Context: an optimization exercise on an open-source flow, tuned for small area and a short achievable clock period. The choices shown serve that exercise and are no tape-out recipe. No run shown here included a check of the RTL's function; only the layout flow was run.

<file path="design/flow/design.v">
package deflate_pkg;
	function automatic logic [31:0] crc_shift(input logic [31:0] x, input integer n);
		crc_shift = x;
		for (int b = 0; b < n; b++)
			crc_shift = crc_shift[0] ? ((crc_shift >> 1) ^ 32'hEDB8_8320) : (crc_shift >> 1);
	endfunction
endpackage
`timescale 1ns/1ps
module block_decoder (
	input  logic        clk,
	input  logic        rst_n,
	input  logic        word_valid,
	input  logic [31:0] word,
	output logic        a_hdr,           
	output logic        a_dat,           
	output logic [1:0]  a_k,             
	output logic        a_trl,           
	output logic [31:0] a_word,
	output logic        protocol_error
);
	logic        in_data_q;      
	logic        ended_q;        
	logic        final_q;        
	logic [15:0] bytes_left;     
	logic        accept;
	logic        block_end;
	logic        is_final;
	logic        bl_le4;
	assign accept    = word_valid & ~a_hdr & ~ended_q;    
	assign bl_le4    = (bytes_left[15:3] == '0) & ~(bytes_left[2] & (bytes_left[1:0] != 2'b00));
	assign block_end = in_data_q ? bl_le4 : (word[15:0] == '0);
	assign is_final  = in_data_q ? final_q : word[24];
	always_ff @(posedge clk or negedge rst_n) begin
		if (!rst_n) begin
			in_data_q      <= 1'b0;
			ended_q        <= 1'b0;
			a_hdr          <= 1'b0;
			a_dat          <= 1'b0;
			a_trl          <= 1'b0;
			protocol_error <= 1'b0;
		end else begin
			a_hdr <= accept & ~in_data_q;
			a_dat <= accept & in_data_q;
			a_trl <= accept & block_end & is_final;
			if (word_valid & ~accept)
				protocol_error <= 1'b1;
			if (accept) begin
				in_data_q <= ~block_end;
				ended_q   <= block_end & is_final;
			end
		end
	end
	always_ff @(posedge clk) begin
		a_word <= word;
		a_k    <= bytes_left[1:0] & {2{bl_le4}};
		if (accept) begin
			if (in_data_q) begin
				bytes_left[15:2] <= bytes_left[15:2] - 14'd1;
			end else begin
				bytes_left <= word[15:0];
				final_q    <= word[24];
			end
		end
	end
endmodule
`timescale 1ns/1ps
module crc32_engine (
	input  logic        clk,
	input  logic        rst_n,
	input  logic        crc_valid,
	input  logic [31:0] crc_data,
	input  logic [1:0]  crc_k,           
	output logic [31:0] crc_out
);
	logic [31:0] inv_q;          
	logic [31:0] c;
	logic [31:0] x;
	logic [31:0] c_next;
	assign c = ~inv_q;
	assign x = c ^ crc_data;
	always_comb begin
		case (crc_k)
			2'd1:    c_next = deflate_pkg::crc_shift({24'b0, x[7:0]},  8)  ^ {8'b0,  c[31:8]};
			2'd2:    c_next = deflate_pkg::crc_shift({16'b0, x[15:0]}, 16) ^ {16'b0, c[31:16]};
			2'd3:    c_next = deflate_pkg::crc_shift({8'b0,  x[23:0]}, 24) ^ {24'b0, c[31:24]};
			default: c_next = deflate_pkg::crc_shift(x, 32);
		endcase
	end
	always_ff @(posedge clk or negedge rst_n) begin
		if (!rst_n)
			inv_q <= '0;
		else if (crc_valid)
			inv_q <= ~c_next;
	end
	assign crc_out = inv_q;
endmodule
`timescale 1ns/1ps
module stored_sequencer (
	input  logic        clk,
	input  logic        rst_n,
	input  logic        a_hdr,
	input  logic        a_dat,
	input  logic [1:0]  a_k,
	input  logic        a_trl,
	input  logic [31:0] a_word,
	output logic [2:0]  b_n,             
	output logic        b_last,          
	output logic        b_bf,            
	output logic [31:0] b_lanes          
);
	logic        st_crc_q;               
	logic        st_isize_q;             
	logic [1:0]  pos_q;                  
	logic [15:0] isize_lo_q;             
	logic        isize_c_q;
	logic [15:0] isize_hi_q;
	logic [31:0] crc_value;
	logic [31:0] g;                      
	logic [2:0]  n_c;
	logic [16:0] lo_sum;
	crc32_engine crc32_engine_i (
		.clk       (clk),
		.rst_n     (rst_n),
		.crc_valid (a_dat),
		.crc_data  (a_word),
		.crc_k     (a_k),
		.crc_out   (crc_value)
	);
	always_comb begin
		if (a_hdr)
			g = {~a_word[7:0], a_word[15:8], a_word[7:0], ~a_word[15:8]};
		else if (a_dat)
			g = a_word;
		else if (st_crc_q)
			g = crc_value;
		else
			g = {isize_hi_q, isize_lo_q};
	end
	always_comb begin
		if (a_hdr)
			n_c = 3'd5;
		else if (a_dat)
			n_c = {a_k == 2'd0, a_k};
		else if (st_crc_q | st_isize_q)
			n_c = 3'd4;
		else
			n_c = 3'd0;
	end
	assign lo_sum = {1'b0, isize_lo_q} + {1'b0, a_word[15:0] & {16{a_hdr}}};
	always_ff @(posedge clk or negedge rst_n) begin
		if (!rst_n) begin
			st_crc_q   <= 1'b0;
			st_isize_q <= 1'b0;
			pos_q      <= '0;
			isize_lo_q <= '0;
			isize_c_q  <= 1'b0;
			isize_hi_q <= '0;
			b_n        <= '0;
			b_last     <= 1'b0;
		end else begin
			st_crc_q   <= a_trl;
			st_isize_q <= st_crc_q;
			pos_q      <= pos_q + n_c[1:0];            
			isize_lo_q <= lo_sum[15:0];
			isize_c_q  <= lo_sum[16];
			isize_hi_q <= isize_hi_q + {15'b0, isize_c_q};
			b_n        <= n_c;
			b_last     <= st_isize_q;
		end
	end
	always_ff @(posedge clk) begin
		b_bf    <= a_word[24];
		case (pos_q)
			2'd0: b_lanes <= g;
			2'd1: b_lanes <= {g[23:0], g[31:24]};
			2'd2: b_lanes <= {g[15:0], g[31:16]};
			2'd3: b_lanes <= {g[7:0],  g[31:8]};
		endcase
	end
endmodule
`timescale 1ns/1ps
module bit_packer (
	input  logic        clk,
	input  logic        rst_n,
	input  logic [2:0]  b_n,
	input  logic        b_last,
	input  logic        b_bf,
	input  logic [31:0] b_lanes,
	output logic        out_valid,
	output logic [31:0] out_word,
	output logic        out_last,
	output logic [2:0]  out_bytes,
	output logic        done
);
	logic [2:0]  cnt_q;          
	logic        drain_q;        
	logic [31:0] acc_q;          
	logic [3:0]  cnt_in;
	logic        last_seen;
	logic        emit;
	logic        emit_last;
	logic        hdr;
	logic [3:0]  sel_acc;        
	logic [3:0]  sel_fld;        
	logic [3:0]  sel_bf;         
	logic [31:0] word_c;
	assign cnt_in    = {1'b0, cnt_q} + {1'b0, b_n};
	assign last_seen = drain_q | b_last;
	assign emit      = (cnt_in >= 4'd4) | (last_seen & (cnt_in != '0));
	assign emit_last = last_seen & (cnt_in != '0) & (cnt_in <= 4'd4);
	assign hdr       = (b_n == 3'd5);
	always_comb begin
		for (int j = 0; j < 4; j++) begin
			sel_acc[j] = (cnt_q > 3'(j));
			sel_fld[j] = ~sel_acc[j] & (b_n != '0);
			sel_bf[j]  = hdr & (cnt_q[1:0] == 2'(j));
		end
		for (int j = 0; j < 4; j++) begin
			word_c[j*8 +: 8] = ({8{sel_acc[j]}} & acc_q[j*8 +: 8])
			                 | ({8{sel_fld[j] & ~sel_bf[j]}} & b_lanes[j*8 +: 8])
			                 | {7'b0, sel_bf[j] & b_bf};
		end
	end
	always_ff @(posedge clk or negedge rst_n) begin
		if (!rst_n) begin
			cnt_q     <= '0;
			drain_q   <= 1'b0;
			out_valid <= 1'b0;
			done      <= 1'b0;
		end else begin
			out_valid <= emit;
			drain_q   <= last_seen & ~emit_last;
			done      <= done | emit_last;
			if (emit)
				cnt_q <= emit_last ? '0 : 3'(cnt_in - 4'd4);
			else
				cnt_q <= 3'(cnt_in);
		end
	end
	always_ff @(posedge clk) begin
		out_last  <= emit_last;
		out_bytes <= emit_last ? 3'(cnt_in) : 3'd4;
		out_word  <= word_c;
		for (int j = 0; j < 4; j++)
			if (emit | ~sel_acc[j])
				acc_q[j*8 +: 8] <= b_lanes[j*8 +: 8];
	end
endmodule
`timescale 1ns/1ps
module deflate_stored_top (
	input  logic                        clk,
	input  logic                        rst_n,
	input  logic                        word_valid,
	input  logic [32-1:0]  word,           
	output logic                        out_valid,
	output logic [32-1:0]  out_word,
	output logic                        out_last,
	output logic [3-1:0] out_bytes,
	output logic                        done,
	output logic                        protocol_error
);
	logic        a_hdr, a_dat, a_trl;   
	logic [1:0]  a_k;
	logic [31:0] a_word;
	logic [2:0]  b_n;                   
	logic        b_last, b_bf;
	logic [31:0] b_lanes;
	block_decoder block_decoder_i (
		.clk            (clk),
		.rst_n          (rst_n),
		.word_valid     (word_valid),
		.word           (word),
		.a_hdr          (a_hdr),
		.a_dat          (a_dat),
		.a_k            (a_k),
		.a_trl          (a_trl),
		.a_word         (a_word),
		.protocol_error (protocol_error)
	);
	stored_sequencer stored_sequencer_i (
		.clk     (clk),
		.rst_n   (rst_n),
		.a_hdr   (a_hdr),
		.a_dat   (a_dat),
		.a_k     (a_k),
		.a_trl   (a_trl),
		.a_word  (a_word),
		.b_n     (b_n),
		.b_last  (b_last),
		.b_bf    (b_bf),
		.b_lanes (b_lanes)
	);
	bit_packer bit_packer_i (
		.clk       (clk),
		.rst_n     (rst_n),
		.b_n       (b_n),
		.b_last    (b_last),
		.b_bf      (b_bf),
		.b_lanes   (b_lanes),
		.out_valid (out_valid),
		.out_word  (out_word),
		.out_last  (out_last),
		.out_bytes (out_bytes),
		.done      (done)
	);
endmodule
</file>
<file path="design/flow/run.sh">
#!/bin/bash
# synth_recipe.tcl (not shown) runs the flow's synth.tcl, then flattens the netlist and writes it again
# the make line also repeats each setting of config.mk as NAME=value (left out here)
make -C /OpenROAD-flow-scripts/flow DESIGN_CONFIG=/design/flow/config.mk WORK_HOME=/design/flow/orfs CLKGATE_MAP_FILE= SYNTH_SCRIPT=/design/flow/synth_recipe.tcl finish
</file>
<file path="design/flow/config.mk">
export PLATFORM = sky130hd
export DESIGN_NAME = deflate_stored_top
export DESIGN_NICKNAME = deflate_stored_top
export VERILOG_FILES = /design/flow/design.v
export SDC_FILE = /design/flow/constraint.sdc
export NUM_CORES = 4
export LEC_CHECK = 0
export ABC_CLOCK_PERIOD_IN_PS = 2500
export CAP_MARGIN = 20
export CORE_MARGIN = 2
export CORE_UTILIZATION = 40
export SETUP_SLACK_MARGIN = 3.5
export SLEW_MARGIN = 20
</file>
<file path="design/flow/constraint.sdc">
create_clock -name core_clock -period 6.0 [get_ports {clk}]
set_input_delay 1.2000 -clock core_clock [delete_from_list [all_inputs] [get_ports {clk}]]
set_output_delay 1.2000 -clock core_clock [all_outputs]
set_load 0.01 [all_outputs]
</file>
==> impl_metrics.json, run 1 <==
{
  "avgSynthCellArea_um2": 10.6,
  "setup_viol": 0,
  "synthToLayoutAreaGrowth_pct": 42.0,
  "path_common_cell": "xnor2_1",
  "dr.pass1.iters": 5,
  "initial_utilization_pct": 40.3,
  "grt_max_degree": 89,
  "drc": 0,
  "cts_buffer_depth": 3,
  "finalMaxSlewViolations": 0,
  "yosysTopAreaCell": "xnor2_1",
  "arrival_ns": 4.51,
  "synth_top_area_share_pct": 15.2,
  "syn_inst": 1336,
  "dr_wl_met3_mm": 3.87,
  "fillers": 2810,
  "layout_commonest_cell": "xnor2_1",
  "syn-num-nets": 1396,
  "fin_crit_sh_pct": 67.9,
  "first_global_vias": 10800,
  "wl_met2_mm": 22.7,
  "io_pins": 74,
  "wl_met1_mm": 19.5,
  "via_count": 11300,
  "synthFlopType": "dfxtp_1",
  "globalRouteOverflowTotal": 0,
  "seq_area_frac_synth_pct": 39.8,
  "worst_pin_slew_ns": 1.06,
  "fmax_mhz": 245,
  "cts_made_buffers": 27,
  "crit_path_top_delay_cell": "mux4_2",
  "core_mm2": 0.0353,
  "dp.final_hpwl_mm": 33.6,
  "finalHoldViolCount": 0,
  "fin_nets": 1650,
  "fin_crit_ns": 4.07,
  "postCtsHoldBufs": 0,
  "cp_slowest_stage_delay_ns": 0.54,
  "root_buffer": "clkbuf_16",
  "drive_gt1_share_pct": 32.2,
  "die_y_um": 193,
  "crit_path_end_kind": "register",
  "hp-class": "reg2reg",
  "placed_area_mm2": 0.0159,
  "ant_nets": 0,
  "tritoncts": "yes",
  "port_buffers": 73,
  "final_cell_area_mm2": 0.0202,
  "htreeDepth": 1,
  "status": "complete, no violations",
  "fin_worst_skew_ns": 0.0232,
  "grt_use_total_pct": 25.5,
  "crit_path_cell_trace": "xnor3_2 > xor2_4 > xnor3_2 > buf_12 > xor2_4 > buf_12 > xnor2_4 > xnor2_2 > xnor2_1 > xnor2_1 > xnor2_1 > mux4_2 > mux2_4",
  "clkLatencyLatePin_ns": 0.55,
  "synth_edf_count": 49,
  "finish.utilization_pct": 57.2,
  "placementRows": 69,
  "place.gp.congestion": 0.989,
  "clkTransAtPathRegs_ns": 0.06,
  "cp_max_fo": 4,
  "async_reset_ff_share_pct": 35.9,
  "yosys-top-cells-area": "xnor2_1, dfrtp_1, dfxtp_1, edfxtp_1, mux2i_1",
  "top_layer": "met4",
  "final_cell_mix": "xnor2_1, buf_4, nor2_1, mux2i_1, dfxtp_1",
  "drv_cap": 0,
  "wirelength_mm": 48.5,
  "synth.distinct_cells": 54,
  "grt_pass1_wl_mm": 69.4,
  "die_area_mm2": 0.0371,
  "wl_per_cell_um": 23.4,
  "finalSetupTns_ns": 0,
  "syn_area_mm2": 0.0142,
  "via_per_inst": 5.48,
  "antenna_found_initial": 0,
  "ys_warn_count": 4,
  "crit_type": "reg2reg",
  "rsz0062_at_grt": "yes",
  "antenna_cells": 0,
  "drt_iter0_markers": 1044,
  "synth-seq-cells": 237,
  "slew_headroom_pct": 29.1,
  "worstPathRequired_ns": 6.43,
  "cts.sinks": 237,
  "dieWidth_um": 193,
  "cp-start-kind": "register"
}
## per-layer routing
layer / vias up / track usage [%]
li1: 5097 / -
met1: 5543 / 32.7
met2: 561 / 42.1
met3: 148 / 5.29
met4: 0 / 9.75
met5: - / 0
## critical path, delay by kind of cell, from the launching register on
family / cells / cell delay [ns]
buffers and inverters: 2 / 0.31
muxes: 2 / 0.82
DFF: 1 / 0.48
xor gates and xnor gates: 9 / 2.34
## cells in the mapped netlist, drive strengths merged (3+ instances only)
cell / n
ha: 23
nor2: 114
o21bai: 18
nor2b: 3
or2: 5
nand4: 4
mux2: 13
o21ai: 43
xnor2: 276
nand2: 53
o22ai: 7
a22o: 28
nand3: 12
a221oi: 3
dfrtp: 85
a221o: 8
a21boi: 3
nor3: 10
buf: 9
or3: 3
xnor3: 20
clkbuf: 49
mux4: 9
inv: 29
dfxtp: 103
nand2b: 7
edfxtp: 49
mux2i: 96
and2: 21
a211oi: 5
a21oi: 97
o211ai: 5
xor2: 90
nor4: 9
a21o: 4
xor3: 4
o221ai: 4
## stage by stage
step	hold WS [ns]	std cells	setup WS, ns
finish	0.351	2072	1.93
detailed placement	0.339	1832	1.07
CTS	0.352	1995	1.90
global route	0.371	2072	1.88
global placement	0.339	1832	0.988
floorplan	0.331	1336	2.13
## what timing repair did
| action | in CTS | in global routing |
|---|---|---|
| cloned | 2 | 0 |
| buffers inserted | 111 | 77 |
| pin swaps | 88 | 76 |
| resized for setup | 181 | 120 |
| endpoints found under the setup margin | 140 | 83 |
## registers in the layout, summed over array words and instances (netlist names), 2 cells and up
register / count
block_decoder_i.a_word: 32
stored_sequencer_i.crc32_engine_i.inv_q: 32
stored_sequencer_i.isize_hi_q: 16
block_decoder_i.a_k: 2
stored_sequencer_i.b_n: 3
bit_packer_i.out_word: 32
stored_sequencer_i.pos_q: 2
block_decoder_i.bytes_left: 16
stored_sequencer_i.b_lanes: 32
bit_packer_i.out_bytes: 3
stored_sequencer_i.isize_lo_q: 16
bit_packer_i.acc_q: 32
bit_packer_i.cnt_q: 3
## area by class of cell
cell class | instances | area [µm²] | share of cell area [%]
clock buffer | 28 | 689 | 3.42
clock inverter | 22 | 209 | 1.04
inverter | 30 | 116 | 0.577
multi-input combinational | 1011 | 10100 | 50.0
sequential | 237 | 5700 | 28.2
tap | 461 | 577 | 2.86
timing repair buffer | 283 | 2800 | 13.9
## kinds of logic after synthesis
group | share of synthesized area [%]
buf+inv | 2.36
fa+ha+maj | 2.31
xor+xnor | 28.4
simple gates | 7.83
flops | 39.8
mux | 9.22
compound gates | 10.1
## path summary, 6_finish.rpt
| path | start | end | slack, ns | cells past startpoint |
|---|---|---|---|---|
| min reg2reg | block_decoder_i.a_trl | stored_sequencer_i.st_crc_q | 0.35 | 0 |
| min | block_decoder_i.a_trl | stored_sequencer_i.st_crc_q | 0.35 | 0 |
| max | stored_sequencer_i.crc32_engine_i.inv_q[19] | stored_sequencer_i.crc32_engine_i.inv_q[7] | 1.93 | 13 |
| max reg2reg | stored_sequencer_i.crc32_engine_i.inv_q[19] | stored_sequencer_i.crc32_engine_i.inv_q[7] | 1.93 | 13 |
| min in group asynchronous | rst_n | stored_sequencer_i.crc32_engine_i.inv_q[29] | 0.67 | 1 |
| max in group asynchronous | rst_n | bit_packer_i.cnt_q[1] | 4.18 | 2 |
==> run 2: changes to the inputs <==
--- a/design/flow/config.mk
+++ b/design/flow/config.mk
@@ -7,3 +7,2 @@
 export LEC_CHECK = 0
-export ABC_CLOCK_PERIOD_IN_PS = 2500
 export CAP_MARGIN = 20
@@ -11,3 +10,2 @@
 export CORE_UTILIZATION = 40
-export SETUP_SLACK_MARGIN = 3.5
 export SLEW_MARGIN = 20
==> run 2 against run 1 <==
Still clean; sequential share of layout area grew 6.3 points; non-clock buffer count shrank 190; synthesized cell count is the same; critical path depth shrank 3; global-route usage shrank 1.9 points; via count shrank 11%; maximum frequency shrank 22%; cell count shrank 9.1%; first-iteration DRC count shrank 25%.
==> impl_metrics.json, run 2 <==
{
  "fin_worst_skew_ns": 0.0230,
  "slew_headroom_pct": 29.7,
  "crit_path_cell_trace": "xnor2_2 > xor3_2 > xnor3_1 > xnor2_1 > xnor2_1 > xnor2_1 > xor2_1 > xnor2_1 > mux4_2 > mux2_2",
  "grt_use_total_pct": 23.6,
  "placementRows": 69,
  "synth_xor_area_share_pct": 28.4,
  "seq_area_frac_synth_pct": 39.8,
  "die_y_um": 193,
  "drive_gt1_share_pct": 9.84,
  "async_reset_ff_share_pct": 35.9,
  "die_area_mm2": 0.0371,
  "rrSetupSlack_ns": 0.80,
  "cts_buffer_depth": 3,
  "crit_type": "reg2reg",
  "drv_cap": 0,
  "finalMaxSlewViolations": 0,
  "via_count": 10100,
  "yosysTopAreaCell": "xnor2_1",
  "syn-num-nets": 1396,
  "synth_top_area_share_pct": 15.2,
  "yosys.area_share.adder_pct": 2.31,
  "worstPathRequired_ns": 6.43,
  "place.gp.congestion": 0.953,
  "synth-simple-area-share_pct": 7.83,
  "tritoncts": "yes",
  "fin_crit_ns": 5.20,
  "first_global_vias": 9813,
  "avgSynthCellArea_um2": 10.6,
  "antenna_found_initial": 1,
  "hp-class": "reg2reg",
  "root_buffer": "clkbuf_16",
  "min-delay-start": "block_decoder_i.a_trl",
  "multi_input_area_mm2": 0.00822,
  "reg2reg_depth": 10,
  "cp-start-kind": "register",
  "crit_path_top_delay_cell": "xnor2_1",
  "cts_setup_buffers": 0,
  "synthFlopType": "dfxtp_1",
  "synth-compound-area-share_pct": 10.1,
  "arrival_ns": 5.64,
  "grt_max_degree": 89,
  "fin_nets": 1461,
  "status": "complete, no violations",
  "via_per_inst": 5.35,
  "globalRouteOverflowTotal": 0,
  "initial_utilization_pct": 40.3,
  "core_mm2": 0.0353,
  "wirelength_mm": 43.6,
  "dp.cells": 1832,
  "crit_path_end_kind": "register",
  "cts_resized": 0,
  "rr_startpoint": "stored_sequencer_i.crc32_engine_i.inv_q[1]",
  "synth_common_cells": "xnor2_1, nor2_1, dfxtp_1",
  "synthToLayoutAreaGrowth_pct": 15.4,
  "finalSetupTns_ns": 0,
  "synth_edf_count": 49,
  "r2r-end": "stored_sequencer_i.crc32_engine_i.inv_q[14]",
  "yosysMostFrequentCell": "xnor2_1",
  "fmax_mhz": 192,
  "ys_warn_count": 4,
  "layout_commonest_cell": "xnor2_1",
  "drc": 0,
  "fin_crit_sh_pct": 86.7,
  "fillers": 3339,
  "drt_iter0_markers": 788,
  "synth.area.mux_share_pct": 9.22,
  "min_to": "stored_sequencer_i.st_crc_q",
  "worst_pin_slew_ns": 1.05,
  "final_cell_mix": "xnor2_1, nor2_1, dfxtp_1, a21oi_1, mux2i_1",
  "layout.cells.non_filler": 1884,
  "synth-seq-cells": 237,
  "ant_nets": 0,
  "syn_inst": 1336,
  "cp_max_fo": 7,
  "clkTransAtPathRegs_ns": 0.06,
  "yosys-top-cells-area": "xnor2_1, dfrtp_1, dfxtp_1, edfxtp_1, mux2i_1",
  "cp_slowest_stage_delay_ns": 0.68,
  "grt_pass1_wl_mm": 64.0,
  "cts_made_buffers": 28,
  "dp.final_hpwl_mm": 34.1,
  "dieWidth_um": 193,
  "seq_area_mm2": 0.00567,
  "setup_viol": 0,
  "io_pins": 74,
  "rsz0062_at_grt": "no",
  "hold_path_depth": 0,
  "postCtsHoldBufs": 0,
  "antenna_cells": 0,
  "htreeDepth": 1,
  "clkLatencyLatePin_ns": 0.56,
  "finalHoldViolCount": 0,
  "synth_top_family_by_area": "XOR/XNOR gates",
  "port_buffers": 73,
  "synth.distinct_cells": 54,
  "syn_area_mm2": 0.0142,
  "cts.sinks": 237,
  "path_common_cell": "xnor2_1",
  "dr.pass1.iters": 5,
  "wl_per_cell_um": 23.2
}
[run 2: cell counts after synthesis]
No cell type changed its count.
[run 2: final cells by class]
cell class	count	area share, %
inverters	30	0.687
well taps	461	3.52
repair buffers	93	5.36
multi-input cells	1011	50.1
flip-flops and latches	237	34.5
clock inverters	13	0.847
clock buffers	39	4.95
[run 2: worst max-delay path by stage]
stage | start | to | cells past startpoint
after global placement | stored_sequencer_i.crc32_engine_i.inv_q[1] | stored_sequencer_i.crc32_engine_i.inv_q[20] | 13
after floorplan | stored_sequencer_i.crc32_engine_i.inv_q[7] | stored_sequencer_i.crc32_engine_i.inv_q[21] | 12
after global routing | stored_sequencer_i.crc32_engine_i.inv_q[1] | stored_sequencer_i.crc32_engine_i.inv_q[20] | 13
after detailed placement | stored_sequencer_i.crc32_engine_i.inv_q[1] | stored_sequencer_i.crc32_engine_i.inv_q[14] | 10
final | stored_sequencer_i.crc32_engine_i.inv_q[1] | stored_sequencer_i.crc32_engine_i.inv_q[14] | 10
after CTS | stored_sequencer_i.crc32_engine_i.inv_q[1] | stored_sequencer_i.crc32_engine_i.inv_q[14] | 10
[run 2: cells by family (layout without fill, tap and decap cells)]
group,Yosys count,count (layout)
xor gates and xnor gates,390,390
and+or+nand+nor,248,248
DFF,237,237
AOI/OAI and AO/OA,230,230
muxes,118,118
buffers and inverters,88,175
adders and majority gates,25,25
[run 2: metrics by stage]
| step | hold WS (ns) | utilization, % | setup WS [ns] | cell area, µm² |
|---|---|---|---|---|
| finish | 0.361 | 46.5 | 0.797 | 16400 |
| detailed placement | 0.354 | 43.8 | 0.862 | 15500 |
| global route | 0.369 | 46.5 | 0.698 | 16400 |
| CTS | 0.366 | 46.5 | 0.858 | 16400 |
| global placement | 0.333 | 43.8 | 0.770 | 15500 |
| floorplan | 0.331 | - | 1.65 | 14200 |
[run 2: worst max-delay path, delay by kind of cell, from the launching register on]
kind	cells	cell delay, ns
xor+xnor	8	3.87
mux	2	0.73
flops	1	0.45
[run 2: routing by layer]
metal  GRT usage, %  vias up  share of wire (%)
met5              0        -              0.030
li1               -     4727                  -
met4           9.25        2                4.3
met3           3.18       85                6.2
met2           39.0      383                 47
met1           31.4     4875                 43
==> run 3: changes to the inputs <==
--- a/design/flow/design.v
+++ b/design/flow/design.v
@@ -15,5 +15,5 @@
 	output logic        a_dat,           
-	output logic [1:0]  a_k,             
+	output logic [1:0]  a_ra,            
 	output logic        a_trl,           
-	output logic [31:0] a_word,
+	output logic [31:0] a_word,          
 	output logic        protocol_error
@@ -28,2 +28,4 @@
 	logic        bl_le4;
+	logic [1:0]  ra;
+	logic [31:0] word_up;
 	assign accept    = word_valid & ~a_hdr & ~ended_q;    
@@ -32,2 +34,11 @@
 	assign is_final  = in_data_q ? final_q : word[24];
+	assign ra = (2'd0 - bytes_left[1:0]) & {2{in_data_q & bl_le4}};
+	always_comb begin
+		case (ra)
+			2'd0: word_up = word;
+			2'd1: word_up = {word[23:0], 8'b0};
+			2'd2: word_up = {word[15:0], 16'b0};
+			2'd3: word_up = {word[7:0],  24'b0};
+		endcase
+	end
 	always_ff @(posedge clk or negedge rst_n) begin
@@ -53,4 +64,4 @@
 	always_ff @(posedge clk) begin
-		a_word <= word;
-		a_k    <= bytes_left[1:0] & {2{bl_le4}};
+		a_word <= word_up;
+		a_ra   <= ra;
 		if (accept) begin
@@ -70,4 +81,4 @@
 	input  logic        crc_valid,
-	input  logic [31:0] crc_data,
-	input  logic [1:0]  crc_k,           
+	input  logic [31:0] crc_data,        
+	input  logic [1:0]  crc_ra,          
 	output logic [31:0] crc_out
@@ -76,14 +87,54 @@
 	logic [31:0] c;
-	logic [31:0] x;
+	logic [31:0] t_in;           
+	logic [31:0] r_lo;           
 	logic [31:0] c_next;
+	logic [3:0]  sel;
 	assign c = ~inv_q;
-	assign x = c ^ crc_data;
 	always_comb begin
-		case (crc_k)
-			2'd1:    c_next = deflate_pkg::crc_shift({24'b0, x[7:0]},  8)  ^ {8'b0,  c[31:8]};
-			2'd2:    c_next = deflate_pkg::crc_shift({16'b0, x[15:0]}, 16) ^ {16'b0, c[31:16]};
-			2'd3:    c_next = deflate_pkg::crc_shift({8'b0,  x[23:0]}, 24) ^ {24'b0, c[31:24]};
-			default: c_next = deflate_pkg::crc_shift(x, 32);
-		endcase
+		for (int r = 0; r < 4; r++)
+			sel[r] = crc_valid & (crc_ra == 2'(r));
+		for (int p = 0; p < 4; p++) begin
+			t_in[p*8 +: 8] = '0;
+			r_lo[p*8 +: 8] = c[p*8 +: 8] & {8{~crc_valid}};
+			for (int r = 0; r < 4; r++) begin
+				if (p >= r)
+					t_in[p*8 +: 8] = t_in[p*8 +: 8] | (c[(p-r)*8 +: 8] & {8{sel[r]}});
+				else
+					r_lo[p*8 +: 8] = r_lo[p*8 +: 8] | (c[(p-r+4)*8 +: 8] & {8{sel[r]}});
+			end
+			t_in[p*8 +: 8] = t_in[p*8 +: 8] ^ (crc_data[p*8 +: 8] & {8{crc_valid}});
+		end
 	end
+	assign c_next[0] = t_in[0] ^ t_in[1] ^ t_in[2] ^ t_in[3] ^ t_in[4] ^ t_in[6] ^ t_in[7] ^ t_in[8] ^ t_in[16] ^ t_in[20] ^ t_in[22] ^ t_in[23] ^ t_in[26] ^ r_lo[0];
+	assign c_next[1] = t_in[1] ^ t_in[2] ^ t_in[3] ^ t_in[4] ^ t_in[5] ^ t_in[7] ^ t_in[8] ^ t_in[9] ^ t_in[17] ^ t_in[21] ^ t_in[23] ^ t_in[24] ^ t_in[27] ^ r_lo[1];
+	assign c_next[2] = t_in[0] ^ t_in[2] ^ t_in[3] ^ t_in[4] ^ t_in[5] ^ t_in[6] ^ t_in[8] ^ t_in[9] ^ t_in[10] ^ t_in[18] ^ t_in[22] ^ t_in[24] ^ t_in[25] ^ t_in[28] ^ r_lo[2];
+	assign c_next[3] = t_in[1] ^ t_in[3] ^ t_in[4] ^ t_in[5] ^ t_in[6] ^ t_in[7] ^ t_in[9] ^ t_in[10] ^ t_in[11] ^ t_in[19] ^ t_in[23] ^ t_in[25] ^ t_in[26] ^ t_in[29] ^ r_lo[3];
+	assign c_next[4] = t_in[2] ^ t_in[4] ^ t_in[5] ^ t_in[6] ^ t_in[7] ^ t_in[8] ^ t_in[10] ^ t_in[11] ^ t_in[12] ^ t_in[20] ^ t_in[24] ^ t_in[26] ^ t_in[27] ^ t_in[30] ^ r_lo[4];
+	assign c_next[5] = t_in[0] ^ t_in[3] ^ t_in[5] ^ t_in[6] ^ t_in[7] ^ t_in[8] ^ t_in[9] ^ t_in[11] ^ t_in[12] ^ t_in[13] ^ t_in[21] ^ t_in[25] ^ t_in[27] ^ t_in[28] ^ t_in[31] ^ r_lo[5];
+	assign c_next[6] = t_in[0] ^ t_in[2] ^ t_in[3] ^ t_in[9] ^ t_in[10] ^ t_in[12] ^ t_in[13] ^ t_in[14] ^ t_in[16] ^ t_in[20] ^ t_in[23] ^ t_in[28] ^ t_in[29] ^ r_lo[6];
+	assign c_next[7] = t_in[1] ^ t_in[3] ^ t_in[4] ^ t_in[10] ^ t_in[11] ^ t_in[13] ^ t_in[14] ^ t_in[15] ^ t_in[17] ^ t_in[21] ^ t_in[24] ^ t_in[29] ^ t_in[30] ^ r_lo[7];
+	assign c_next[8] = t_in[0] ^ t_in[2] ^ t_in[4] ^ t_in[5] ^ t_in[11] ^ t_in[12] ^ t_in[14] ^ t_in[15] ^ t_in[16] ^ t_in[18] ^ t_in[22] ^ t_in[25] ^ t_in[30] ^ t_in[31] ^ r_lo[8];
+	assign c_next[9] = t_in[0] ^ t_in[2] ^ t_in[4] ^ t_in[5] ^ t_in[7] ^ t_in[8] ^ t_in[12] ^ t_in[13] ^ t_in[15] ^ t_in[17] ^ t_in[19] ^ t_in[20] ^ t_in[22] ^ t_in[31] ^ r_lo[9];
+	assign c_next[10] = t_in[0] ^ t_in[2] ^ t_in[4] ^ t_in[5] ^ t_in[7] ^ t_in[9] ^ t_in[13] ^ t_in[14] ^ t_in[18] ^ t_in[21] ^ t_in[22] ^ t_in[26] ^ r_lo[10];
+	assign c_next[11] = t_in[1] ^ t_in[3] ^ t_in[5] ^ t_in[6] ^ t_in[8] ^ t_in[10] ^ t_in[14] ^ t_in[15] ^ t_in[19] ^ t_in[22] ^ t_in[23] ^ t_in[27] ^ r_lo[11];
+	assign c_next[12] = t_in[2] ^ t_in[4] ^ t_in[6] ^ t_in[7] ^ t_in[9] ^ t_in[11] ^ t_in[15] ^ t_in[16] ^ t_in[20] ^ t_in[23] ^ t_in[24] ^ t_in[28] ^ r_lo[12];
+	assign c_next[13] = t_in[0] ^ t_in[3] ^ t_in[5] ^ t_in[7] ^ t_in[8] ^ t_in[10] ^ t_in[12] ^ t_in[16] ^ t_in[17] ^ t_in[21] ^ t_in[24] ^ t_in[25] ^ t_in[29] ^ r_lo[13];
+	assign c_next[14] = t_in[0] ^ t_in[1] ^ t_in[4] ^ t_in[6] ^ t_in[8] ^ t_in[9] ^ t_in[11] ^ t_in[13] ^ t_in[17] ^ t_in[18] ^ t_in[22] ^ t_in[25] ^ t_in[26] ^ t_in[30] ^ r_lo[14];
+	assign c_next[15] = t_in[1] ^ t_in[2] ^ t_in[5] ^ t_in[7] ^ t_in[9] ^ t_in[10] ^ t_in[12] ^ t_in[14] ^ t_in[18] ^ t_in[19] ^ t_in[23] ^ t_in[26] ^ t_in[27] ^ t_in[31] ^ r_lo[15];
+	assign c_next[16] = t_in[1] ^ t_in[4] ^ t_in[7] ^ t_in[10] ^ t_in[11] ^ t_in[13] ^ t_in[15] ^ t_in[16] ^ t_in[19] ^ t_in[22] ^ t_in[23] ^ t_in[24] ^ t_in[26] ^ t_in[27] ^ t_in[28] ^ r_lo[16];
+	assign c_next[17] = t_in[2] ^ t_in[5] ^ t_in[8] ^ t_in[11] ^ t_in[12] ^ t_in[14] ^ t_in[16] ^ t_in[17] ^ t_in[20] ^ t_in[23] ^ t_in[24] ^ t_in[25] ^ t_in[27] ^ t_in[28] ^ t_in[29] ^ r_lo[17];
+	assign c_next[18] = t_in[0] ^ t_in[3] ^ t_in[6] ^ t_in[9] ^ t_in[12] ^ t_in[13] ^ t_in[15] ^ t_in[17] ^ t_in[18] ^ t_in[21] ^ t_in[24] ^ t_in[25] ^ t_in[26] ^ t_in[28] ^ t_in[29] ^ t_in[30] ^ r_lo[18];
+	assign c_next[19] = t_in[0] ^ t_in[1] ^ t_in[4] ^ t_in[7] ^ t_in[10] ^ t_in[13] ^ t_in[14] ^ t_in[16] ^ t_in[18] ^ t_in[19] ^ t_in[22] ^ t_in[25] ^ t_in[26] ^ t_in[27] ^ t_in[29] ^ t_in[30] ^ t_in[31] ^ r_lo[19];
+	assign c_next[20] = t_in[0] ^ t_in[3] ^ t_in[4] ^ t_in[5] ^ t_in[6] ^ t_in[7] ^ t_in[11] ^ t_in[14] ^ t_in[15] ^ t_in[16] ^ t_in[17] ^ t_in[19] ^ t_in[22] ^ t_in[27] ^ t_in[28] ^ t_in[30] ^ t_in[31] ^ r_lo[20];
+	assign c_next[21] = t_in[0] ^ t_in[2] ^ t_in[3] ^ t_in[5] ^ t_in[12] ^ t_in[15] ^ t_in[17] ^ t_in[18] ^ t_in[22] ^ t_in[26] ^ t_in[28] ^ t_in[29] ^ t_in[31] ^ r_lo[21];
+	assign c_next[22] = t_in[2] ^ t_in[7] ^ t_in[8] ^ t_in[13] ^ t_in[18] ^ t_in[19] ^ t_in[20] ^ t_in[22] ^ t_in[26] ^ t_in[27] ^ t_in[29] ^ t_in[30] ^ r_lo[22];
+	assign c_next[23] = t_in[0] ^ t_in[3] ^ t_in[8] ^ t_in[9] ^ t_in[14] ^ t_in[19] ^ t_in[20] ^ t_in[21] ^ t_in[23] ^ t_in[27] ^ t_in[28] ^ t_in[30] ^ t_in[31] ^ r_lo[23];
+	assign c_next[24] = t_in[2] ^ t_in[3] ^ t_in[6] ^ t_in[7] ^ t_in[8] ^ t_in[9] ^ t_in[10] ^ t_in[15] ^ t_in[16] ^ t_in[21] ^ t_in[23] ^ t_in[24] ^ t_in[26] ^ t_in[28] ^ t_in[29] ^ t_in[31] ^ r_lo[24];
+	assign c_next[25] = t_in[1] ^ t_in[2] ^ t_in[6] ^ t_in[9] ^ t_in[10] ^ t_in[11] ^ t_in[17] ^ t_in[20] ^ t_in[23] ^ t_in[24] ^ t_in[25] ^ t_in[26] ^ t_in[27] ^ t_in[29] ^ t_in[30] ^ r_lo[25];
+	assign c_next[26] = t_in[2] ^ t_in[3] ^ t_in[7] ^ t_in[10] ^ t_in[11] ^ t_in[12] ^ t_in[18] ^ t_in[21] ^ t_in[24] ^ t_in[25] ^ t_in[26] ^ t_in[27] ^ t_in[28] ^ t_in[30] ^ t_in[31] ^ r_lo[26];
+	assign c_next[27] = t_in[0] ^ t_in[1] ^ t_in[2] ^ t_in[6] ^ t_in[7] ^ t_in[11] ^ t_in[12] ^ t_in[13] ^ t_in[16] ^ t_in[19] ^ t_in[20] ^ t_in[23] ^ t_in[25] ^ t_in[27] ^ t_in[28] ^ t_in[29] ^ t_in[31] ^ r_lo[27];
+	assign c_next[28] = t_in[0] ^ t_in[4] ^ t_in[6] ^ t_in[12] ^ t_in[13] ^ t_in[14] ^ t_in[16] ^ t_in[17] ^ t_in[21] ^ t_in[22] ^ t_in[23] ^ t_in[24] ^ t_in[28] ^ t_in[29] ^ t_in[30] ^ r_lo[28];
+	assign c_next[29] = t_in[0] ^ t_in[1] ^ t_in[5] ^ t_in[7] ^ t_in[13] ^ t_in[14] ^ t_in[15] ^ t_in[17] ^ t_in[18] ^ t_in[22] ^ t_in[23] ^ t_in[24] ^ t_in[25] ^ t_in[29] ^ t_in[30] ^ t_in[31] ^ r_lo[29];
+	assign c_next[30] = t_in[3] ^ t_in[4] ^ t_in[7] ^ t_in[14] ^ t_in[15] ^ t_in[18] ^ t_in[19] ^ t_in[20] ^ t_in[22] ^ t_in[24] ^ t_in[25] ^ t_in[30] ^ t_in[31] ^ r_lo[30];
+	assign c_next[31] = t_in[0] ^ t_in[1] ^ t_in[2] ^ t_in[3] ^ t_in[5] ^ t_in[6] ^ t_in[7] ^ t_in[15] ^ t_in[19] ^ t_in[21] ^ t_in[22] ^ t_in[25] ^ t_in[31] ^ r_lo[31];
 	always_ff @(posedge clk or negedge rst_n) begin
@@ -91,3 +142,3 @@
 			inv_q <= '0;
-		else if (crc_valid)
+		else
 			inv_q <= ~c_next;
@@ -102,3 +153,3 @@
 	input  logic        a_dat,
-	input  logic [1:0]  a_k,
+	input  logic [1:0]  a_ra,
 	input  logic        a_trl,
@@ -120,2 +171,3 @@
 	logic [16:0] lo_sum;
+	logic [1:0]  rot;
 	crc32_engine crc32_engine_i (
@@ -125,3 +177,3 @@
 		.crc_data  (a_word),
-		.crc_k     (a_k),
+		.crc_ra    (a_ra),
 		.crc_out   (crc_value)
@@ -142,3 +194,3 @@
 		else if (a_dat)
-			n_c = {a_k == 2'd0, a_k};
+			n_c = {a_ra == 2'd0, 2'd0 - a_ra};
 		else if (st_crc_q | st_isize_q)
@@ -148,2 +200,3 @@
 	end
+	assign rot = pos_q - (a_ra & {2{a_dat}});
 	assign lo_sum = {1'b0, isize_lo_q} + {1'b0, a_word[15:0] & {16{a_hdr}}};
@@ -172,3 +225,3 @@
 		b_bf    <= a_word[24];
-		case (pos_q)
+		case (rot)
 			2'd0: b_lanes <= g;
@@ -262,3 +315,3 @@
 	logic        a_hdr, a_dat, a_trl;   
-	logic [1:0]  a_k;
+	logic [1:0]  a_ra;
 	logic [31:0] a_word;
@@ -274,3 +327,3 @@
 		.a_dat          (a_dat),
-		.a_k            (a_k),
+		.a_ra            (a_ra),
 		.a_trl          (a_trl),
@@ -284,3 +337,3 @@
 		.a_dat   (a_dat),
-		.a_k     (a_k),
+		.a_ra     (a_ra),
 		.a_trl   (a_trl),
==> run 3 against run 2 <==
Core utilization barely moved; first-iteration DRC count rose by 32%; sequential share of layout area fell by 1.4 points; critical endpoint is now stored_sequencer_i.crc32_engine_i.inv_q[27]; still clean on timing, DRC and antenna; sequential cell count did not move; clock skew barely moved; cell count rose by 5.9%; register-to-register slack improved by 1.4 ns; final area rose by 4.1%; synthesized cell count rose by 9.5%; critical path type unchanged.
==> impl_metrics.json, run 3 <==
{
  "status": "complete, no violations",
  "min_to": "stored_sequencer_i.st_crc_q",
  "final_cell_mix": "xnor2_1, mux2i_1, dfxtp_1, nand2_1, o21ai_0",
  "cts_buffer_depth": 3,
  "hold_path_depth": 0,
  "die_area_mm2": 0.0391,
  "finalMaxSlewViolations": 0,
  "dr.pass1.iters": 7,
  "arrival_ns": 4.24,
  "finalHoldViolCount": 0,
  "cp-start-kind": "register",
  "crit_path_end_kind": "register",
  "reg2reg_depth": 9,
  "cts_resized": 0,
  "fin_crit_ns": 3.81,
  "final_cell_area_mm2": 0.0171,
  "setup_viol": 0,
  "grt_pass1_wl_mm": 69.6,
  "via_per_inst": 5.61,
  "crit_type": "reg2reg",
  "grt_max_degree": 90,
  "fin_nets": 1572,
  "synth_edf_count": 49,
  "clkTransAtPathRegs_ns": 0.06,
  "layout_commonest_cell": "xnor2_1",
  "syn_inst": 1463,
  "syn-num-nets": 1529,
  "fin_worst_skew_ns": 0.0234,
  "via_count": 11200,
  "io_pins": 74,
  "placed_area_mm2": 0.0161,
  "dieWidth_um": 198,
  "placementRows": 70,
  "antenna_found_initial": 0,
  "rrSetupSlack_ns": 2.19,
  "seq_area_frac_synth_pct": 37.7,
  "ant_nets": 0,
  "ys_warn_count": 4,
  "yosys-top-cells-area": "dfrtp_1, dfxtp_1, edfxtp_1, xnor2_1, mux2i_1",
  "core_mm2": 0.0368,
  "grt_use_total_pct": 24.0,
  "r2r-end": "stored_sequencer_i.crc32_engine_i.inv_q[27]",
  "synth_top_area_share_pct": 14.2,
  "first_global_vias": 10900,
  "die_y_um": 198,
  "cts_made_buffers": 28,
  "synthToLayoutAreaGrowth_pct": 13.7,
  "yosysMostFrequentCell": "xnor2_1",
  "async_reset_ff_share_pct": 35.9,
  "rr_startpoint": "block_decoder_i.a_ra[0]",
  "avgSynthCellArea_um2": 10.3,
  "worstPathRequired_ns": 6.43,
  "wirelength_mm": 46.7,
  "synth_common_cells": "xnor2_1, mux2i_1, dfxtp_1",
  "wl_per_cell_um": 23.4,
  "slew_headroom_pct": 24.6,
  "cts_setup_buffers": 0,
  "cts.sinks": 237,
  "synthFlopType": "dfxtp_1",
  "initial_utilization_pct": 40.8,
  "dp.final_hpwl_mm": 35.2,
  "synth-seq-cells": 237,
  "fin_crit_sh_pct": 63.4,
  "place.gp.congestion": 0.958,
  "hp-class": "reg2reg",
  "postCtsHoldBufs": 0,
  "globalRouteOverflowTotal": 0,
  "cp_max_fo": 18,
  "fmax_mhz": 263,
  "rsz0062_at_grt": "no",
  "root_buffer": "clkbuf_16",
  "drv_cap": 0,
  "antenna_cells": 0,
  "synth.distinct_cells": 71,
  "yosysTopAreaCell": "dfrtp_1",
  "tritoncts": "yes",
  "min-delay-start": "block_decoder_i.a_trl",
  "clkLatencyLatePin_ns": 0.57,
  "htreeDepth": 1,
  "finalSetupTns_ns": 0,
  "drt_iter0_markers": 1037,
  "syn_area_mm2": 0.0150,
  "port_buffers": 73,
  "drive_gt1_share_pct": 6.81,
  "worst_pin_slew_ns": 1.12,
  "drc": 0
}
run 3: cell count changes after synthesis, moves of 18 or more:
cell / delta
a21oi_1: -28
inv_1: +27
mux2i_1: +29
nand2_1: +43
nand2b_1: +27
nor2_1: -34
nor2b_1: +47
o21ai_0: +42
o21bai_1: -18
xnor2_1: -93
xnor2_2: -20
xnor3_1: +28
xor2_1: -29
run 3: kinds of logic after synthesis:
logic type | after synthesis | share of synthesized area, %
fa+ha+maj | 31 | 2.68
compound gates | 278 | 12.2
flops | 237 | 37.7
simple gates | 380 | 13.0
buf+inv | 128 | 3.72
mux | 133 | 9.17
xor+xnor | 276 | 21.6
run 3: how the worst max path moves through the flow:
stage,end,slack (ns),startpoint,depth (start not counted)
detailed placement,stored_sequencer_i.crc32_engine_i.inv_q[20],2.29,block_decoder_i.a_ra[0],9
floorplan,stored_sequencer_i.b_lanes[18],2.46,block_decoder_i.a_dat,14
global route,stored_sequencer_i.crc32_engine_i.inv_q[27],2.05,block_decoder_i.a_ra[0],9
CTS,stored_sequencer_i.crc32_engine_i.inv_q[20],2.27,block_decoder_i.a_ra[0],9
finish,stored_sequencer_i.crc32_engine_i.inv_q[27],2.19,block_decoder_i.a_ra[0],9
global placement,stored_sequencer_i.crc32_engine_i.inv_q[8],2.33,block_decoder_i.a_ra[0],9
run 3: per-stage QoR:
stage	cells	setup slack [ns]	util [%]	hold slack (ns)
after global routing	1996	2.05	46.4	0.364
after detailed placement	1944	2.29	43.8	0.343
final	1996	2.19	46.4	0.354
after global placement	1944	2.33	43.8	0.332
after CTS	1996	2.27	46.4	0.357
after floorplan	1463	2.46	-	0.331
run 3: routing by layer:
metal  vias up  GRT usage [%]  share of wire, %
li1       5218              -                 -
met1      5438           32.2                43
met2       445           39.4                46
met3        97           3.93               7.2
met4         0           8.30               3.7
met5         -              0                 0
run 3: layout make-up:
type / count / area, µm²
fill: 3489 / 19700
multi-input combinational: 1098 / 8840
sequential: 237 / 5670
timing repair buffer: 84 / 823
clock buffer: 40 / 797
tap: 468 / 586
inverter: 57 / 214
clock inverter: 12 / 151
run 3: worst max-delay path, cell delays in order (launching register included):
cell and delay, ns:
dfxtp_1 0.34, inv_1 0.09, ha_1 0.64, inv_2 0.36
o2111ai_1 0.30, xor2_1 0.51, nand2_1 0.24, xnor3_2 0.34
xnor3_1 0.44, xor3_1 0.41
==> run 4: changes to the inputs <==
--- a/design/flow/design.v
+++ b/design/flow/design.v
@@ -201,3 +201,3 @@
 	assign rot = pos_q - (a_ra & {2{a_dat}});
-	assign lo_sum = {1'b0, isize_lo_q} + {1'b0, a_word[15:0] & {16{a_hdr}}};
+	assign lo_sum = {1'b0, isize_lo_q} + {1'b0, a_word[15:0]};
 	always_ff @(posedge clk or negedge rst_n) begin
@@ -216,4 +216,5 @@
 			pos_q      <= pos_q + n_c[1:0];            
-			isize_lo_q <= lo_sum[15:0];
-			isize_c_q  <= lo_sum[16];
+			if (a_hdr)
+				isize_lo_q <= lo_sum[15:0];
+			isize_c_q  <= a_hdr & lo_sum[16];
 			isize_hi_q <= isize_hi_q + {15'b0, isize_c_q};
@@ -249,3 +250,4 @@
 	logic        drain_q;        
-	logic [31:0] acc_q;          
+	logic [31:0] ovf_q;          
+	logic [31:0] held;           
 	logic [3:0]  cnt_in;
@@ -270,4 +272,5 @@
 		end
+		held = out_valid ? ovf_q : out_word;
 		for (int j = 0; j < 4; j++) begin
-			word_c[j*8 +: 8] = ({8{sel_acc[j]}} & acc_q[j*8 +: 8])
+			word_c[j*8 +: 8] = ({8{sel_acc[j]}} & held[j*8 +: 8])
 			                 | ({8{sel_fld[j] & ~sel_bf[j]}} & b_lanes[j*8 +: 8])
@@ -296,5 +299,3 @@
 		out_word  <= word_c;
-		for (int j = 0; j < 4; j++)
-			if (emit | ~sel_acc[j])
-				acc_q[j*8 +: 8] <= b_lanes[j*8 +: 8];
+		ovf_q     <= b_lanes;
 	end
==> run 4 against run 3 <==
Still clean; sequential share of layout area decreased by 1.0 points; critical path depth unchanged; clock skew shrank 0.00078 ns; die area shrank 2.7%; via count grew 2.1%; largest cell class unchanged.
==> impl_metrics.json, run 4 <==
{
  "min-delay-start": "stored_sequencer_i.b_lanes[17]",
  "fmax_mhz": 256,
  "htreeDepth": 1,
  "clkTransAtPathRegs_ns": 0.07,
  "async_reset_ff_share_pct": 35.9,
  "syn-num-nets": 1625,
  "synthFlopType": "dfxtp_1",
  "dp.final_hpwl_mm": 34.2,
  "multi_input_area_mm2": 0.00875,
  "min_to": "bit_packer_i.ovf_q[17]",
  "fin_nets": 1652,
  "synth_top_area_share_pct": 18.5,
  "fillers": 3485,
  "layout.cells.non_filler": 2068,
  "die_y_um": 195,
  "dpl_worst_slack_ns": 2.23,
  "placementRows": 69,
  "die_area_mm2": 0.0381,
  "rsz0062_at_grt": "no",
  "ant_nets": 0,
  "setup_viol": 0,
  "reg2reg_depth": 9,
  "fin_crit_sh_pct": 65.1,
  "yosysMostFrequentCell": "xnor2_1",
  "antenna_found_initial": 0,
  "cp_max_fo": 21,
  "syn_area_mm2": 0.0146,
  "crit_path_end_kind": "register",
  "grt_pass1_wl_mm": 70.4,
  "syn_inst": 1559,
  "fin_worst_skew_ns": 0.0226,
  "wirelength_mm": 46.1,
  "drt_iter0_markers": 1005,
  "drv_cap": 0,
  "synth_edf_count": 17,
  "cp-start-kind": "register",
  "avgSynthCellArea_um2": 9.37,
  "drive_gt1_share_pct": 6.60,
  "core_mm2": 0.0357,
  "status": "complete, no violations",
  "initial_utilization_pct": 40.9,
  "grt_use_total_pct": 24.1,
  "rrSetupSlack_ns": 2.10,
  "ys_warn_count": 4,
  "wl_per_cell_um": 22.3,
  "yosys-top-cells-area": "dfxtp_1, dfrtp_1, xnor2_1, mux2i_1, xor2_1",
  "synth_common_cells": "xnor2_1, mux2i_1, dfxtp_1",
  "layout_commonest_cell": "xnor2_1",
  "finalMaxSlewViolations": 0,
  "grt_max_degree": 67,
  "hold_path_depth": 0,
  "first_global_vias": 11300,
  "seq_area_frac_synth_pct": 36.6,
  "via_per_inst": 5.53,
  "seq_area_mm2": 0.00535,
  "via_count": 11400,
  "globalRouteOverflowTotal": 0,
  "finalHoldViolCount": 0,
  "arrival_ns": 4.38,
  "root_buffer": "clkbuf_16",
  "port_buffers": 73,
  "worstPathRequired_ns": 6.48,
  "io_pins": 74,
  "synthToLayoutAreaGrowth_pct": 13.9,
  "slew_headroom_pct": 21.5,
  "clkLatencyLatePin_ns": 0.56,
  "fin_crit_ns": 3.90,
  "r2r-end": "stored_sequencer_i.crc32_engine_i.inv_q[27]",
  "worst_pin_slew_ns": 1.17,
  "hp-class": "reg2reg",
  "cts_setup_buffers": 0,
  "synth-seq-cells": 237,
  "antenna_cells": 0,
  "dieWidth_um": 195,
  "dr.pass1.iters": 9,
  "rr_startpoint": "block_decoder_i.a_ra[0]",
  "finalSetupTns_ns": 0,
  "cts_made_buffers": 27,
  "synth.distinct_cells": 70,
  "place.gp.congestion": 1.02,
  "dp.cells": 2018,
  "post-route-worst-setup-slack_ns": 2.10,
  "crit_type": "reg2reg",
  "yosysTopAreaCell": "dfxtp_1",
  "cts_resized": 0,
  "final_cell_mix": "xnor2_1, mux2i_1, dfxtp_1, nand2_1, o21ai_0",
  "cts.sinks": 237,
  "tritoncts": "yes",
  "drc": 0,
  "postCtsHoldBufs": 0,
  "cts_buffer_depth": 3
}
## run 4: cell types whose count changed after synthesis, moves of 24 or more
cell,change
edfxtp_1,-32
a21oi_1,+24
xnor2_1,+66
xor2_1,+28
xnor3_1,-39
dfxtp_1,+32
mux2i_1,+25
## run 4: stage by stage
step / area (µm²) / util (%) / hold WS (ns)
2_1_floorplan: 14600 / - / 0.331
6_report: 16600 / 46.5 / 0.344
5_1_grt: 16600 / 46.5 / 0.351
4_1_cts: 16600 / 46.5 / 0.345
3_5_place_dp: 15600 / 43.8 / 0.336
3_3_place_gp: 15600 / 43.8 / 0.332
## run 4: logic make-up (layout without fill, tap and decap cells)
| logic type | Yosys count | count (layout) | share of synthesized area [%] |
|---|---|---|---|
| AND/OR/NAND/NOR | 362 | 362 | 12.2 |
| AO/OA/AOI/OAI | 298 | 298 | 12.3 |
| XOR/XNOR | 319 | 319 | 20.2 |
| multiplexers | 176 | 176 | 12.3 |
| adder cells (fa/ha/maj) | 31 | 31 | 2.76 |
| flip-flops | 237 | 237 | 36.6 |
| buffers and inverters | 136 | 184 | 3.75 |
## run 4: how the worst max path moves through the flow
stage	from	cells past startpoint	slack, ns	end
floorplan	block_decoder_i.a_dat	13	2.19	stored_sequencer_i.b_lanes[18]
global placement	block_decoder_i.a_ra[1]	9	2.25	stored_sequencer_i.crc32_engine_i.inv_q[25]
detailed placement	block_decoder_i.a_ra[1]	10	2.23	stored_sequencer_i.crc32_engine_i.inv_q[14]
CTS	block_decoder_i.a_ra[1]	10	2.22	stored_sequencer_i.crc32_engine_i.inv_q[14]
global route	block_decoder_i.a_ra[1]	10	1.92	stored_sequencer_i.crc32_engine_i.inv_q[27]
finish	block_decoder_i.a_ra[0]	9	2.10	stored_sequencer_i.crc32_engine_i.inv_q[27]
## run 4: critical path: stages (launching register included)
cell	delay, ns
dfxtp_1	0.40
ha_1	0.74
inv_1	0.43
o2111ai_1	0.41
mux2i_1	0.55
xor2_2	0.32
xnor3_1	0.46
xnor2_1	0.22
xnor2_1	0.15
xnor2_1	0.14
## run 4: cell type report
class                      count  share of cell area (%)
timing repair buffer          81                    4.74
clock buffer                  33                    4.64
clock inverter                17                    1.20
multi-input combinational   1186                    52.6
inverter                      53                    1.20
tap                          461                    3.47
sequential                   237                    32.1
## run 4: layer usage
| metal | part of all wire [%] | wire length [µm] | track usage (%) |
|---|---|---|---|
| met3 | 6.6 | 3040 | 3.21 |
| met1 | 45 | 20600 | 33.6 |
| met2 | 45 | 20800 | 38.4 |
| met4 | 3.5 | 1630 | 8.28 |
| met5 | 0 | 0 | 0 |
==> run 5: changes to the inputs <==
--- a/design/flow/config.mk
+++ b/design/flow/config.mk
@@ -7,2 +7,3 @@
 export LEC_CHECK = 0
+export ABC_AREA = 1
 export CAP_MARGIN = 20
==> run 5 against run 4 <==
Count of clock-buffer cells in the layout grew 3; global-route usage grew 6.2 points; critical path type unchanged; register-to-register slack gained 0.12 ns; routed wire length grew 46%; final area grew 16%.
==> impl_metrics.json, run 5 <==
{
  "synth_top_area_share_pct": 22.4,
  "worst_pin_slew_ns": 0.954,
  "postCtsHoldBufs": 0,
  "drive_gt1_share_pct": 6.38,
  "finalMaxSlewViolations": 0,
  "fillers": 4422,
  "dieWidth_um": 211,
  "core_mm2": 0.0421,
  "layout_commonest_cell": "nand2_1",
  "place.gp.congestion": 1.05,
  "root_buffer": "clkbuf_16",
  "grt_use_total_pct": 30.2,
  "synthToLayoutAreaGrowth_pct": 12.3,
  "wirelength_mm": 67.3,
  "cts_resized": 0,
  "cts_buffer_depth": 3,
  "fin_nets": 2772,
  "via_count": 18200,
  "post-route-worst-setup-slack_ns": 2.22,
  "io_pins": 74,
  "yosysTopAreaCell": "nand2_1",
  "drt_iter0_markers": 2105,
  "finalHoldViolCount": 0,
  "multi_input_area_mm2": 0.0103,
  "dp.final_hpwl_mm": 51.0,
  "synth_common_cells": "nand2_1, inv_1, nand3_1",
  "rrSetupSlack_ns": 2.22,
  "die_area_mm2": 0.0445,
  "grt_pass1_wl_mm": 101,
  "syn_area_mm2": 0.0171,
  "synth.distinct_cells": 61,
  "fmax_mhz": 264,
  "drv_cap": 0,
  "cts_made_buffers": 28,
  "drc": 0,
  "antenna_found_initial": 0,
  "finalSetupTns_ns": 0,
  "fin_worst_skew_ns": 0.0154,
  "die_y_um": 211,
  "synth_edf_count": 17,
  "cts.sinks": 237,
  "final_cell_area_mm2": 0.0192,
  "crit_path_end_kind": "register",
  "ys_warn_count": 4,
  "avgSynthCellArea_um2": 6.45,
  "dp.cells": 3215,
  "dr.pass1.iters": 6,
  "layout.cells.non_filler": 3268,
  "grt_max_degree": 55,
  "initial_utilization_pct": 40.7,
  "arrival_ns": 4.26,
  "status": "complete, no violations",
  "yosys-top-cells-area": "nand2_1, dfxtp_1, dfrtp_1, inv_1, nand3_1",
  "seq_area_frac_synth_pct": 31.2,
  "placed_area_mm2": 0.0183,
  "final_cell_mix": "nand2_1, inv_1, nand3_1, nor2_1, dfxtp_1",
  "synth-seq-cells": 237,
  "yosysMostFrequentCell": "nand2_1",
  "worstPathRequired_ns": 6.47,
  "hp-class": "reg2reg",
  "clkTransAtPathRegs_ns": 0.07,
  "async_reset_ff_share_pct": 35.9,
  "fin_crit_ns": 3.78,
  "clkLatencyLatePin_ns": 0.57,
  "setup_viol": 0,
  "rsz0062_at_grt": "no",
  "via_per_inst": 5.56,
  "dpl_worst_slack_ns": 2.39,
  "syn_inst": 2657,
  "synthFlopType": "dfxtp_1",
  "cp_max_fo": 33,
  "tritoncts": "yes",
  "cts_setup_buffers": 0,
  "cp-start-kind": "register",
  "ant_nets": 0,
  "syn-num-nets": 2723,
  "htreeDepth": 1,
  "slew_headroom_pct": 35.9,
  "first_global_vias": 16900,
  "wl_per_cell_um": 20.6,
  "globalRouteOverflowTotal": 0,
  "crit_type": "reg2reg",
  "seq_area_mm2": 0.00534,
  "fin_crit_sh_pct": 63.0,
  "placementRows": 75,
  "port_buffers": 73
}
[run 5: cell families after synthesis]
| kind of cell | after synthesis | synth area share (%) |
|---|---|---|
| compound gates | 328 | 12.0 |
| xor+xnor | 137 | 7.59 |
| fa+ha+maj | 31 | 2.35 |
| buf+inv | 371 | 8.87 |
| flops | 237 | 31.2 |
| mux | 1 | 0.0584 |
| simple gates | 1552 | 37.9 |
[run 5: path summary, 6_finish.rpt]
path	cells past startpoint	startpoint	endpoint
min in group asynchronous	1	rst_n	block_decoder_i.ended_q
min reg2reg	0	stored_sequencer_i.b_lanes[7]	bit_packer_i.ovf_q[7]
max	18	block_decoder_i.a_dat	stored_sequencer_i.crc32_engine_i.inv_q[24]
max in group asynchronous	2	rst_n	block_decoder_i.a_dat
max reg2reg	18	block_decoder_i.a_dat	stored_sequencer_i.crc32_engine_i.inv_q[24]
min	0	stored_sequencer_i.b_lanes[7]	bit_packer_i.ovf_q[7]
[run 5: area by class of cell]
class | instances | share of cell area, %
Tap cell | 539 | 3.50
Antenna cell | 1 | 0.0130
Timing Repair Buffer | 84 | 4.21
Clock buffer | 36 | 4.22
Clock inverter | 16 | 0.929
Multi-Input combinational cell | 2049 | 53.4
Sequential cell | 237 | 27.7
Inverter | 306 | 5.98
[run 5: routing by layer]
metal	routed length, µm	vias up	track usage [%]
met5	0	-	0
met4	4090	0	16.4
met3	6570	232	5.72
met2	29100	960	47.1
met1	27600	8331	39.6
li1	-	8649	-
[run 5: critical path, cell delays in order, from the launching register on]
cell and delay (ns):
dfrtp_2 0.65, buf_4 0.47, nand2_4 0.25, inv_2 0.34, nand2_1 0.15, nand3_1 0.15, nand2_1 0.06, nand2_1 0.44
nand2_1 0.11, nand2_1 0.28, inv_2 0.15, nand2_1 0.11, nand2_1 0.05, nand2_1 0.05, nand2_1 0.14, inv_1 0.10
nand3_1 0.06, nand2_1 0.06, inv_1 0.03
[run 5: per-stage QoR]
step	hold slack (ns)	utilization [%]
final	0.348	45.7
after global routing	0.355	45.7
after CTS	0.349	45.7
after detailed placement	0.335	43.3
after global placement	0.335	43.3
after floorplan	0.331	-

[port drivers added, routing unchanged]
Ports are ideal in the flow. The routed layouts listed here were re-timed in OpenROAD. Step 1, drivers: a clkbuf_16 drives clk and a buf_2 each remaining input, both assumed. Step 2 moves the port delays by t, midway between the first and last clock arrival at a register: inputs arrive t later, outputs are due t later. That takes back most of the time a late clock gives input paths. a / b / c = no drivers / after step 1 / after step 2; a / b = the first two.
run	t (ns)	slack for setup (ns)	worst setup path after step 2	clock arrival spread, ns	slew at the worst register clock pin (ns)
run 1	0.592	1.927 / 1.927 / 1.927	register to register	0.025 / 0.024	0.07 / 0.07
run 2	0.597	0.797 / 0.797 / 0.797	register to register	0.023 / 0.023	0.07 / 0.07
run 3	0.610	2.194 / 2.194 / 2.194	register to register	0.024 / 0.024	0.07 / 0.07
run 4	0.601	2.096 / 2.096 / 2.096	register to register	0.023 / 0.023	0.07 / 0.07
run 5	0.619	2.218 / 2.218 / 2.218	register to register	0.015 / 0.015	0.07 / 0.07
After both steps every run listed still meets setup and hold.
